What follows belongs to an exercise in optimizing a design on an open flow for small area, a short achievable clock period and few clock cycles per item; a production flow would make more cautious choices. Where RTL was checked, it was by simulation tests only, not by an equivalence proof against the original. No activity file was given, so power comes from the tool's default toggle rates.

the baseline:
// conway_top
module conway_top (
  input  logic       clk,
  input  logic       boot_reset,
  input  logic       rx_valid,
  input  logic [7:0] rx_data,
  output logic       rx_ready,
  output logic       tx_valid,
  output logic [7:0] tx_data,
  input  logic       tx_ready
);
For scale: roughly 970 cells after synthesis, roughly 680 flip-flops, about 16000 um^2 of cells after synthesis.
export LEC_CHECK = 0
export CAP_MARGIN = 20
export CORE_MARGIN = 2
export CORE_UTILIZATION = 70
export CTS_BUF_LIST = sky130_fd_sc_hd__clkbuf_8
export CTS_CLUSTER_DIAMETER = 50
export CTS_CLUSTER_SIZE = 20
export PLACE_DENSITY = 0.82
export SLEW_MARGIN = 20
create_clock -name core_clock -period 10.0 [get_ports {clk}]
standard.sh (not shown) runs the stock make flow with config.mk's settings and CLKGATE_MAP_FILE= SYNTH_SCRIPT=/design/flow/synth_recipe.tcl, a recipe that flattens the netlist after the stock synthesis.
==> flow/flow/run.sh <==
#!/bin/bash
# The standard ORFS layout (the standard.sh, unchanged synthesis and steps),
# with one change: the port buffers that global placement inserts on every input
# and output are buf_4 cells instead of the flow's default choice.
# The full make/tool output goes to standard.log in the work folder.
set -euo pipefail
bash standard.sh finish "BUFFER_PORTS_ARGS=-buffer_cell sky130_fd_sc_hd__buf_4" > standard.log 2>&1
Testbench counts of the baseline, summed over its fixed seeds: cycles 52,704, frames 96.
> inputs changed (the baseline -> the candidate)
--- a/flow/design.v
+++ b/flow/design.v
@@ -75,14 +75,18 @@
   logic [31:0]   lp;      
   logic          cap_u;   
   logic [15:0]   lfsr;
   logic          zero;    
   logic          pass_rand;
   logic          pass_step;
   logic n_x0, n_x31, n_y0, n_y15;
+  assign n_x0  = ph_hdr ? (ph_c == 6'd4) : (ph_c == 6'd33);
+  assign n_x31 = !ph_hdr && (ph_c == 6'd30);
+  assign n_y0  = ph_hdr || (y0 && ph_c != 6'd33);
+  assign n_y15 = !ph_hdr && (ph_c == 6'd33 ? (ph_y == 4'd14) : y15);
   logic nb_ul, nb_u, nb_ur, nb_l, nb_r, nb_dl, nb_d, nb_dr;
   always_comb begin
     nb_u  = n_y0 ? ring[38] : old[33];
     nb_ul = n_y0 ? (n_x0 ? ring[7] : ring[39]) : (n_x0 ? old[2] : old[34]);
     nb_ur = n_x31 ? cap_u : (n_y0 ? ring[37] : old[32]);
     nb_l  = n_x0 ? ring[L-32] : ring[0];
     nb_r  = n_x31 ? old[30] : ring[L-2];
@@ -115,18 +119,14 @@
                       zero      ? 1'b0    :
                       pass_step ? nxt_alive : ring[0];
   always_ff @(posedge clk) begin
     ring  <= {ring[L-2:1], cell_val, ring[L-1]};
     old   <= {old[K-1:1], ring[0]};
     lp    <= {lp[30:0], (is_cell && y0) ? ring[0] : lp[31]};
     if (n_x0) cap_u <= nb_u;
-    n_x0  <= ph_hdr ? (ph_c == 6'd3) : (ph_c == 6'd32);
-    n_x31 <= !ph_hdr && (ph_c == 6'd29);
-    n_y0  <= ph_hdr || (y0 && !ph_c[5]);
-    n_y15 <= !ph_hdr && (ph_c[5] ? (ph_y == 4'd14) : y15);
     nxt_alive <= next_alive;
   end
   logic       fa;         
   logic       is_auto;    
   logic       running;
   logic [2:0] arm_cnt;    
   logic       fin;        
[summary]
Of the two values seen for kind of critical path, reg2out was produced by the baseline and reg2reg by the candidate. Diff the baseline -> the candidate: met2 track demand over resource dropped 1.7 points, global-route usage closely matched the old numbers. On the candidate: timing-limited maximum frequency is about 10% lower than what the baseline gave. Delta (the candidate minus the baseline): number of standard cells after synthesis now larger; total clock network power saw an increase; final period utilization shows an increase of 3.6 points; final area level. The depth of the critical timing path with buffers and inverters included of the candidate exceeds that of the baseline by 13. Between the candidate and the baseline, the share of the final layout cell area in multi-input gates is lower for the baseline. From the candidate to the baseline, number of inserted diodes did not move at all. The candidate: PASS, flow complete, no timing, DRC or antenna violations.
Only the layout flow was run in the candidate; the RTL was not checked for function there.

---

== oak ==
conway_top again, from the RTL that the note above started with.
==> flow/config.mk <==
export PLATFORM = sky130hd
export DESIGN_NAME = conway_top
export DESIGN_NICKNAME = conway_top
export VERILOG_FILES = /design/flow/design.v
export SDC_FILE = /design/flow/constraint.sdc
export NUM_CORES = 4
export LEC_CHECK = 0
export CAP_MARGIN = 20
export CORE_MARGIN = 2
export CORE_UTILIZATION = 60
export CTS_BUF_LIST = sky130_fd_sc_hd__clkbuf_8
export CTS_CLUSTER_DIAMETER = 50
export CTS_CLUSTER_SIZE = 20
export PLACE_DENSITY = 0.75
export SLEW_MARGIN = 20
==> flow/constraint.sdc <==
create_clock -name core_clock -period 10.0 [get_ports {clk}]
set_input_delay 2.0000 -clock core_clock [delete_from_list [all_inputs] [get_ports {clk}]]
set_output_delay 2.0000 -clock core_clock [all_outputs]
set_load 0.01 [all_outputs]
Scripts as last shown in full above: flow/flow/run.sh
Testbench counts of oak, summed over its fixed seeds: cycles 52,704, frames 96.
--- input diff oak..pine ---
--- a/flow/design.v
+++ b/flow/design.v
@@ -59,20 +59,21 @@
         nx_y   = 4'd0;
         nx_c   = 6'd0;
       end
     end else if (ph_c == 6'd33) begin
       nx_c = 6'd0;
       if (ph_y == 4'd15) nx_hdr = 1'b1;
       else               nx_y   = ph_y + 1'b1;
     end
   end
   logic is_cell, y0, y15, dead;
+  logic hold;   
   assign is_cell = !ph_hdr && !ph_c[5];
   assign y0   = (ph_y == 4'd0);
   assign y15  = (ph_y == 4'd15);
   assign dead = ph_hdr && (ph_c == 6'd0);
   logic [L-1:0]  ring;
   logic [K:1]    old;     
   logic [31:0]   lp;      
   logic          cap_u;   
   logic [15:0]   lfsr;
   logic          zero;    
@@ -112,53 +113,49 @@
                (cnt_a[2] && cnt_b[1]) || (cnt_a[3] && cnt_b[0]);
   assign next_alive = eq3 || (ring[L-1] && eq2);
   assign cell_val   = pass_rand ? lfsr[0] :
                       zero      ? 1'b0    :
                       pass_step ? nxt_alive : ring[0];
   always_ff @(posedge clk) begin
     ring  <= {ring[L-2:1], cell_val, ring[L-1]};
     old   <= {old[K-1:1], ring[0]};
     lp    <= {lp[30:0], (is_cell && y0) ? ring[0] : lp[31]};
     if (n_x0) cap_u <= nb_u;
-    n_x0  <= ph_hdr ? (ph_c == 6'd3) : (ph_c == 6'd32);
-    n_x31 <= !ph_hdr && (ph_c == 6'd29);
-    n_y0  <= ph_hdr || (y0 && !ph_c[5]);
-    n_y15 <= !ph_hdr && (ph_c[5] ? (ph_y == 4'd14) : y15);
+    n_x0  <= !hold && (ph_hdr ? (ph_c == 6'd3) : (ph_c == 6'd32));
+    n_x31 <= !hold && !ph_hdr && (ph_c == 6'd29);
+    n_y0  <= hold || ph_hdr || (y0 && !ph_c[5]);
+    n_y15 <= !hold && !ph_hdr && (ph_c[5] ? (ph_y == 4'd14) : y15);
     nxt_alive <= next_alive;
   end
   logic       fa;         
   logic       is_auto;    
   logic       running;
   logic [2:0] arm_cnt;    
-  logic       fin;        
-  logic       sync;       
   logic       nb_hdr;     
   logic [3:0] nb_y;
   logic [5:0] nb_c;
-  logic       nb_eq;      
   logic fire, free, accept, is_rand, is_step, is_run, cmd_frame, auto_go, start;
-  logic want, load, miss, last_fire, last_slot;
+  logic nb_match, load, last_fire;
   logic [7:0] slot_byte;
   assign fire      = tx_valid && tx_ready;
   assign free      = !tx_valid || tx_ready;
   assign accept    = rx_valid && rx_ready;
   assign is_rand   = (rx_data == 8'h30);
   assign is_step   = (rx_data == 8'h31);
   assign is_run    = (rx_data == 8'h20);
   assign cmd_frame = accept && (is_rand || (is_step && !running));
   assign auto_go   = rx_ready && !rx_valid && running && (arm_cnt == 3'd5);
   assign start     = cmd_frame || auto_go;
-  assign want      = fa && !fin && (sync || nb_eq);
-  assign load      = want && free;
-  assign miss      = fa && !fin && sync && !free;
-  assign last_fire = fire && fin;
-  assign last_slot = !ph_hdr && (ph_y == 4'd15) && (ph_c == 6'd33);
+  assign nb_match  = (nb_hdr == ph_hdr) && (nb_y == ph_y) && (nb_c == ph_c);
+  assign load      = fa && free && nb_match && !dead;
+  assign last_fire = fire && nb_hdr && (nb_c == 6'd0);
+  assign hold      = rx_ready && zero && !running && !rx_valid;
   always_comb begin
     if (ph_hdr) begin
       case (ph_c[2:0])
         3'd1:    slot_byte = 8'h1b;
         3'd2:    slot_byte = 8'h5b;
         3'd3:    slot_byte = 8'h3b;
         default: slot_byte = 8'h48;
       endcase
     end else if (!ph_c[5]) begin
       slot_byte = cell_val ? 8'h4f : 8'h20;
@@ -168,68 +165,65 @@
       slot_byte = 8'h0a;
     end
   end
   always_ff @(posedge clk) begin
     if (pass_rand && is_cell) begin
       lfsr <= {1'b0, lfsr[15:1]} ^ (lfsr[0] ? LFSR_TAPS : 16'h0000);
     end
     if (rx_ready || load) begin
       tx_data <= slot_byte;
     end
-    if (sync) begin
-      nb_hdr <= ph_hdr;
-      nb_y   <= ph_y;
-      nb_c   <= ph_c;
-    end
-    nb_eq <= !sync && (nb_hdr == nx_hdr) && (nb_y == nx_y) && (nb_c == nx_c);
-    if (start || load) sync <= 1'b1;
-    else if (miss)     sync <= 1'b0;
-    if (start)     fin <= 1'b0;
-    else if (load) fin <= last_slot;
+    if (rx_ready || load) begin
+      nb_hdr <= nx_hdr;
+      nb_y   <= nx_y;
+      nb_c   <= nx_c;
+    end
     if (start) begin
       is_auto   <= auto_go;
       pass_step <= !(cmd_frame && is_rand);
     end else if (dead) begin
       pass_step <= 1'b0;
     end
     if (!running || (last_fire && is_auto)) begin
       arm_cnt <= 3'd0;
     end else if (dead && arm_cnt != 3'd5) begin
       arm_cnt <= arm_cnt + 1'b1;
     end
     if (boot_reset) begin
       ph_hdr    <= 1'b1;
       ph_y      <= 4'd15;
-      ph_c      <= 6'd0;
+      ph_c      <= 6'd1;
       fa        <= 1'b0;
       tx_valid  <= 1'b0;
-      rx_ready  <= 1'b0;
+      rx_ready  <= 1'b1;
       running   <= 1'b0;
       pass_rand <= 1'b0;
       zero      <= 1'b1;
       lfsr      <= LFSR_SEED;
     end else begin
-      ph_hdr <= nx_hdr;
-      ph_y   <= nx_y;
-      ph_c   <= nx_c;
+      if (!hold) begin
+        ph_hdr <= nx_hdr;
+        ph_y   <= nx_y;
+        ph_c   <= nx_c;
+      end
       if (start) begin
         tx_valid  <= 1'b1;
         fa        <= 1'b1;
         pass_rand <= cmd_frame && is_rand;
         if (cmd_frame && is_rand) zero <= 1'b0;
       end else if (load) begin
         tx_valid <= 1'b1;
       end else if (fire) begin
         tx_valid <= 1'b0;
       end
       if (last_fire) fa <= 1'b0;
       if (dead) pass_rand <= 1'b0;
       if (accept && is_run) begin
         running <= !running;
       end else if (accept && is_step && running) begin
         running <= 1'b0;
       end
-      rx_ready <= dead && !(fa && !last_fire);
+      rx_ready <= hold || (dead && !(fa && !last_fire));
     end
   end
 endmodule
 `default_nettype wire
Results
[pine] proportion of synthesized chip area in sequential cells fell 1.1 points relative to oak. NOTE: wire length of the first global-routing pass in pine exceeds that of oak. Relative to oak, the sequential share of layout area of pine is lower by 1.1 points. Final critical-path required period: lower on pine. Comparing oak and pine, the lower cell leakage power was measured on oak. Lower share of total power in the clock network goes to oak over pine.
Testbench counts of pine, summed over its fixed seeds: cycles 52,704, frames 96.

---

== old ==
The RTL this note starts from:
==> flow/design.v <==
`default_nettype none
package life_pkg;
  typedef struct packed {
    logic       valid;
    logic [7:0] data;
  } byte_beat_t;
  typedef enum logic [1:0] {
    OP_NONE,
    OP_RANDOMIZE,
    OP_STEP
  } engine_op_t;
  typedef struct packed {
    logic       valid;
    engine_op_t op;
  } engine_req_t;
  typedef struct packed {
    logic [4-1:0] y;
    logic [5-1:0]  x;
  } cell_addr_t;
  typedef enum logic [2:0] {
    ENG_IDLE,
    ENG_RANDOMIZE,
    ENG_COUNT,
    ENG_COPY,
    ENG_PRINT
  } engine_state_t;
  typedef enum logic [2:0] {PR_IDLE, PR_HOME, PR_CELLS, PR_CR, PR_LF} print_state_t;
endpackage
`default_nettype wire
`timescale 1ns/1ps
`default_nettype none
module conway_top (
  input  logic       clk,
  input  logic       boot_reset,
  input  logic       rx_valid,
  input  logic [7:0] rx_data,
  output logic       rx_ready,
  output logic       tx_valid,
  output logic [7:0] tx_data,
  input  logic       tx_ready
);
  localparam int          L         = 549;  
  localparam int          K         = 34;   
  localparam logic [15:0] LFSR_SEED = 16'hace1;
  localparam logic [15:0] LFSR_TAPS = 16'hb400;
  logic       ph_hdr;
  logic [3:0] ph_y;
  logic [5:0] ph_c;
  logic       nx_hdr;
  logic [3:0] nx_y;
  logic [5:0] nx_c;
  always_comb begin
    nx_hdr = ph_hdr;
    nx_y   = ph_y;
    nx_c   = ph_c + 1'b1;
    if (ph_hdr) begin
      if (ph_c == 6'd4) begin
        nx_hdr = 1'b0;
        nx_y   = 4'd0;
        nx_c   = 6'd0;
      end
    end else if (ph_c == 6'd33) begin
      nx_c = 6'd0;
      if (ph_y == 4'd15) nx_hdr = 1'b1;
      else               nx_y   = ph_y + 1'b1;
    end
  end
  logic is_cell, y0, y15, dead;
  assign is_cell = !ph_hdr && !ph_c[5];
  assign y0   = (ph_y == 4'd0);
  assign y15  = (ph_y == 4'd15);
  assign dead = ph_hdr && (ph_c == 6'd0);
  logic [L-1:0]  ring;
  logic [K:1]    old;     
  logic [31:0]   lp;      
  logic          cap_u;   
  logic [15:0]   lfsr;
  logic          zero;    
  logic          pass_rand;
  logic          pass_step;
  logic n_x0, n_x31, n_y0, n_y15;
  logic nb_ul, nb_u, nb_ur, nb_l, nb_r, nb_dl, nb_d, nb_dr;
  always_comb begin
    nb_u  = n_y0 ? ring[38] : old[33];
    nb_ul = n_y0 ? (n_x0 ? ring[7] : ring[39]) : (n_x0 ? old[2] : old[34]);
    nb_ur = n_x31 ? cap_u : (n_y0 ? ring[37] : old[32]);
    nb_l  = n_x0 ? ring[L-32] : ring[0];
    nb_r  = n_x31 ? old[30] : ring[L-2];
    nb_dl = n_y15 ? lp[29] : (n_x0 ? ring[L-66] : ring[L-34]);
    nb_d  = n_y15 ? lp[28] : ring[L-35];
    nb_dr = n_y15 ? lp[27] : (n_x31 ? ring[L-4] : ring[L-36]);
  end
  function automatic logic [4:0] count4(input logic a, b, c, d);
    logic pa, qa, pb, qb;
    pa = a ^ b;
    qa = a & b;
    pb = c ^ d;
    qb = c & d;
    count4[0] = !(a | b | c | d);
    count4[1] = (pa ^ pb) && !qa && !qb;
    count4[2] = (qa && !pb && !qb) || (qb && !pa && !qa) || (pa && pb);
    count4[3] = (qa && pb) || (qb && pa);
    count4[4] = qa && qb;
  endfunction
  logic [4:0] cnt_a, cnt_b;
  logic       eq2, eq3, next_alive, nxt_alive;
  logic       cell_val;
  assign cnt_a = count4(nb_ul, nb_u, nb_ur, nb_l);
  assign cnt_b = count4(nb_r, nb_dl, nb_d, nb_dr);
  assign eq2 = (cnt_a[0] && cnt_b[2]) || (cnt_a[1] && cnt_b[1]) || (cnt_a[2] && cnt_b[0]);
  assign eq3 = (cnt_a[0] && cnt_b[3]) || (cnt_a[1] && cnt_b[2]) ||
               (cnt_a[2] && cnt_b[1]) || (cnt_a[3] && cnt_b[0]);
  assign next_alive = eq3 || (ring[L-1] && eq2);
  assign cell_val   = pass_rand ? lfsr[0] :
                      zero      ? 1'b0    :
                      pass_step ? nxt_alive : ring[0];
  always_ff @(posedge clk) begin
    ring  <= {ring[L-2:1], cell_val, ring[L-1]};
    old   <= {old[K-1:1], ring[0]};
    lp    <= {lp[30:0], (is_cell && y0) ? ring[0] : lp[31]};
    if (n_x0) cap_u <= nb_u;
    n_x0  <= ph_hdr ? (ph_c == 6'd3) : (ph_c == 6'd32);
    n_x31 <= !ph_hdr && (ph_c == 6'd29);
    n_y0  <= ph_hdr || (y0 && !ph_c[5]);
    n_y15 <= !ph_hdr && (ph_c[5] ? (ph_y == 4'd14) : y15);
    nxt_alive <= next_alive;
  end
  logic       fa;         
  logic       is_auto;    
  logic       running;
  logic [2:0] arm_cnt;    
  logic       fin;        
  logic       sync;       
  logic       nb_hdr;     
  logic [3:0] nb_y;
  logic [5:0] nb_c;
  logic       nb_eq;      
  logic fire, free, accept, is_rand, is_step, is_run, cmd_frame, auto_go, start;
  logic want, load, miss, last_fire, last_slot;
  logic [7:0] slot_byte;
  assign fire      = tx_valid && tx_ready;
  assign free      = !tx_valid || tx_ready;
  assign accept    = rx_valid && rx_ready;
  assign is_rand   = (rx_data == 8'h30);
  assign is_step   = (rx_data == 8'h31);
  assign is_run    = (rx_data == 8'h20);
  assign cmd_frame = accept && (is_rand || (is_step && !running));
  assign auto_go   = rx_ready && !rx_valid && running && (arm_cnt == 3'd5);
  assign start     = cmd_frame || auto_go;
  assign want      = fa && !fin && (sync || nb_eq);
  assign load      = want && free;
  assign miss      = fa && !fin && sync && !free;
  assign last_fire = fire && fin;
  assign last_slot = !ph_hdr && (ph_y == 4'd15) && (ph_c == 6'd33);
  function automatic logic [7:0] code_byte(input logic [2:0] code);
    case (code)
      3'd0:    code_byte = 8'h1b;
      3'd1:    code_byte = 8'h5b;
      3'd2:    code_byte = 8'h3b;
      3'd3:    code_byte = 8'h48;
      3'd4:    code_byte = 8'h4f;
      3'd5:    code_byte = 8'h20;
      3'd6:    code_byte = 8'h0d;
      default: code_byte = 8'h0a;
    endcase
  endfunction
  logic [2:0] slot_code;
  logic [2:0] tx_code;
  always_comb begin
    if (ph_hdr) begin
      slot_code = {1'b0, ph_c[1:0] - 2'd1};    
    end else if (!ph_c[5]) begin
      slot_code = cell_val ? 3'd4 : 3'd5;
    end else begin
      slot_code = {2'b11, ph_c[0]};            
    end
  end
  assign slot_byte = code_byte(slot_code);
  always_ff @(posedge clk) begin
    if (pass_rand && is_cell) begin
      lfsr <= {1'b0, lfsr[15:1]} ^ (lfsr[0] ? LFSR_TAPS : 16'h0000);
    end
    if (rx_ready || load) begin
      tx_code <= slot_code;
      tx_data <= slot_byte;
    end else begin
      tx_data <= code_byte(tx_code);
    end
    if (sync) begin
      nb_hdr <= ph_hdr;
      nb_y   <= ph_y;
      nb_c   <= ph_c;
    end
    nb_eq <= !sync && (nb_hdr == nx_hdr) && (nb_y == nx_y) && (nb_c == nx_c);
    if (start || load) sync <= 1'b1;
    else if (miss)     sync <= 1'b0;
    if (start)     fin <= 1'b0;
    else if (load) fin <= last_slot;
    if (start) begin
      is_auto   <= auto_go;
      pass_step <= !(cmd_frame && is_rand);
    end else if (dead) begin
      pass_step <= 1'b0;
    end
    if (!running || (last_fire && is_auto)) begin
      arm_cnt <= 3'd0;
    end else if (dead && arm_cnt != 3'd5) begin
      arm_cnt <= arm_cnt + 1'b1;
    end
    if (boot_reset) begin
      ph_hdr    <= 1'b1;
      ph_y      <= 4'd15;
      ph_c      <= 6'd0;
      fa        <= 1'b0;
      tx_valid  <= 1'b0;
      rx_ready  <= 1'b0;
      running   <= 1'b0;
      pass_rand <= 1'b0;
      zero      <= 1'b1;
      lfsr      <= LFSR_SEED;
    end else begin
      ph_hdr <= nx_hdr;
      ph_y   <= nx_y;
      ph_c   <= nx_c;
      if (start) begin
        tx_valid  <= 1'b1;
        fa        <= 1'b1;
        pass_rand <= cmd_frame && is_rand;
        if (cmd_frame && is_rand) zero <= 1'b0;
      end else if (load) begin
        tx_valid <= 1'b1;
      end else if (fire) begin
        tx_valid <= 1'b0;
      end
      if (last_fire) fa <= 1'b0;
      if (dead) pass_rand <= 1'b0;
      if (accept && is_run) begin
        running <= !running;
      end else if (accept && is_step && running) begin
        running <= 1'b0;
      end
      rx_ready <= dead && !(fa && !last_fire);
    end
  end
endmodule
`default_nettype wire
Settings: LEC_CHECK=0, CAP_MARGIN=20, CORE_MARGIN=2, CORE_UTILIZATION=60, CTS_BUF_LIST=sky130_fd_sc_hd__clkbuf_8, CTS_CLUSTER_DIAMETER=50, CTS_CLUSTER_SIZE=20, PLACE_DENSITY=0.75, SLEW_MARGIN=20; clock period 10.0 ns.
Scripts as last shown in full above: flow/flow/run.sh
Testbench counts of old, summed over its fixed seeds: cycles 52,704, frames 96.
For new, these inputs were changed with respect to old:
--- a/flow/design.v
+++ b/flow/design.v
@@ -136,10 +136,12 @@
   logic [5:0] nb_c;
   logic       nb_eq;      
   logic fire, free, accept, is_rand, is_step, is_run, cmd_frame, auto_go, start;
   logic want, load, miss, last_fire, last_slot;
   logic [7:0] slot_byte;
+  logic [6:0] tx_low;   
+  assign tx_data = {1'b0, tx_low};
   assign fire      = tx_valid && tx_ready;
   assign free      = !tx_valid || tx_ready;
   assign accept    = rx_valid && rx_ready;
   assign is_rand   = (rx_data == 8'h30);
   assign is_step   = (rx_data == 8'h31);
@@ -150,43 +152,32 @@
   assign want      = fa && !fin && (sync || nb_eq);
   assign load      = want && free;
   assign miss      = fa && !fin && sync && !free;
   assign last_fire = fire && fin;
   assign last_slot = !ph_hdr && (ph_y == 4'd15) && (ph_c == 6'd33);
-  function automatic logic [7:0] code_byte(input logic [2:0] code);
-    case (code)
-      3'd0:    code_byte = 8'h1b;
-      3'd1:    code_byte = 8'h5b;
-      3'd2:    code_byte = 8'h3b;
-      3'd3:    code_byte = 8'h48;
-      3'd4:    code_byte = 8'h4f;
-      3'd5:    code_byte = 8'h20;
-      3'd6:    code_byte = 8'h0d;
-      default: code_byte = 8'h0a;
-    endcase
-  endfunction
-  logic [2:0] slot_code;
-  logic [2:0] tx_code;
   always_comb begin
     if (ph_hdr) begin
-      slot_code = {1'b0, ph_c[1:0] - 2'd1};    
+      case (ph_c[2:0])
+        3'd1:    slot_byte = 8'h1b;
+        3'd2:    slot_byte = 8'h5b;
+        3'd3:    slot_byte = 8'h3b;
+        default: slot_byte = 8'h48;
+      endcase
     end else if (!ph_c[5]) begin
-      slot_code = cell_val ? 3'd4 : 3'd5;
+      slot_byte = cell_val ? 8'h4f : 8'h20;
+    end else if (!ph_c[0]) begin
+      slot_byte = 8'h0d;
     end else begin
-      slot_code = {2'b11, ph_c[0]};            
-    end
-  end
-  assign slot_byte = code_byte(slot_code);
+      slot_byte = 8'h0a;
+    end
+  end
   always_ff @(posedge clk) begin
     if (pass_rand && is_cell) begin
       lfsr <= {1'b0, lfsr[15:1]} ^ (lfsr[0] ? LFSR_TAPS : 16'h0000);
     end
     if (rx_ready || load) begin
-      tx_code <= slot_code;
-      tx_data <= slot_byte;
-    end else begin
-      tx_data <= code_byte(tx_code);
+      tx_low <= slot_byte[6:0];
     end
     if (sync) begin
       nb_hdr <= ph_hdr;
       nb_y   <= ph_y;
       nb_c   <= ph_c;
### Flow results
- Cell area: old vs new, no meaningful difference
- STATUS area of the die: new wins against old
- new finished every stage and its layout cleared the timing, design-rule and antenna checks.
- old went all the way through synthesis, placement and routing and the layout is clean on timing, DRC and antenna.
- NOTE number of global-route vias before repair old->new decreased by a few percent
- Detailed-route wire length: old vs new, no meaningful difference
- new ends up with lower final critical-path required period than old does.
- Comparing old and new, the lower total power is on old.
- Relative to old, number of enable flip-flop cells after synthesis increased by 4 in new.
- Number of non-filler instances in the completed layout was higher in the run labelled old.
- Changes observed in new relative to old: initial core utilization fell by 0.22 points; layout-stage area growth over the synthesis result rose by 0.54 points; worst setup slack after layout rose by 0.075 ns.
- old → new: worst hold slack shows a reduction of 0.0059 ns, number of buffers created by CTS went up.
Only the layout flow was run in new; the RTL was not checked for function there.

[port drivers added, routing unchanged]
The flow's constraints put no driver on any port. The routed layouts listed below were extracted and timed again, unchanged, in two steps. Step 1: set_driving_cell puts a clkbuf_16 on clk and a buf_2 on each other input, an assumption about the parent block. Step 2, shift: input delay + t, output delay - t, t = (earliest + latest rising clock arrival at the registers) / 2. This alone moves slack from input paths to output paths. a / b / c = no drivers / after step 1 / after step 2; a / b = the first two.
run	t, ns	setup slack, ns	latest minus earliest clock arrival (ns)	slew at the worst register clock pin (ns)	cell pins on the clock port's net
the baseline	0.599	6.849 / 6.810 / 6.287	0.024 / 0.024	0.12 / 0.12	1
the candidate	0.613	6.487 / 6.487 / 6.043	0.030 / 0.030	0.11 / 0.11	1
oak	0.601	6.853 / 6.811 / 6.341	0.027 / 0.027	0.11 / 0.11	1
pine	0.604	6.872 / 6.827 / 6.490	0.017 / 0.018	0.11 / 0.11	1
old	0.603	6.754 / 6.713 / 6.216	0.023 / 0.023	0.11 / 0.11	1
new	0.606	6.828 / 6.841 / 6.243	0.023 / 0.024	0.11 / 0.11	1
After both steps every run listed still meets setup and hold. The setup slack of new, which loses most, moves by +0.013 ns with the drivers and by -0.585 ns with both steps.
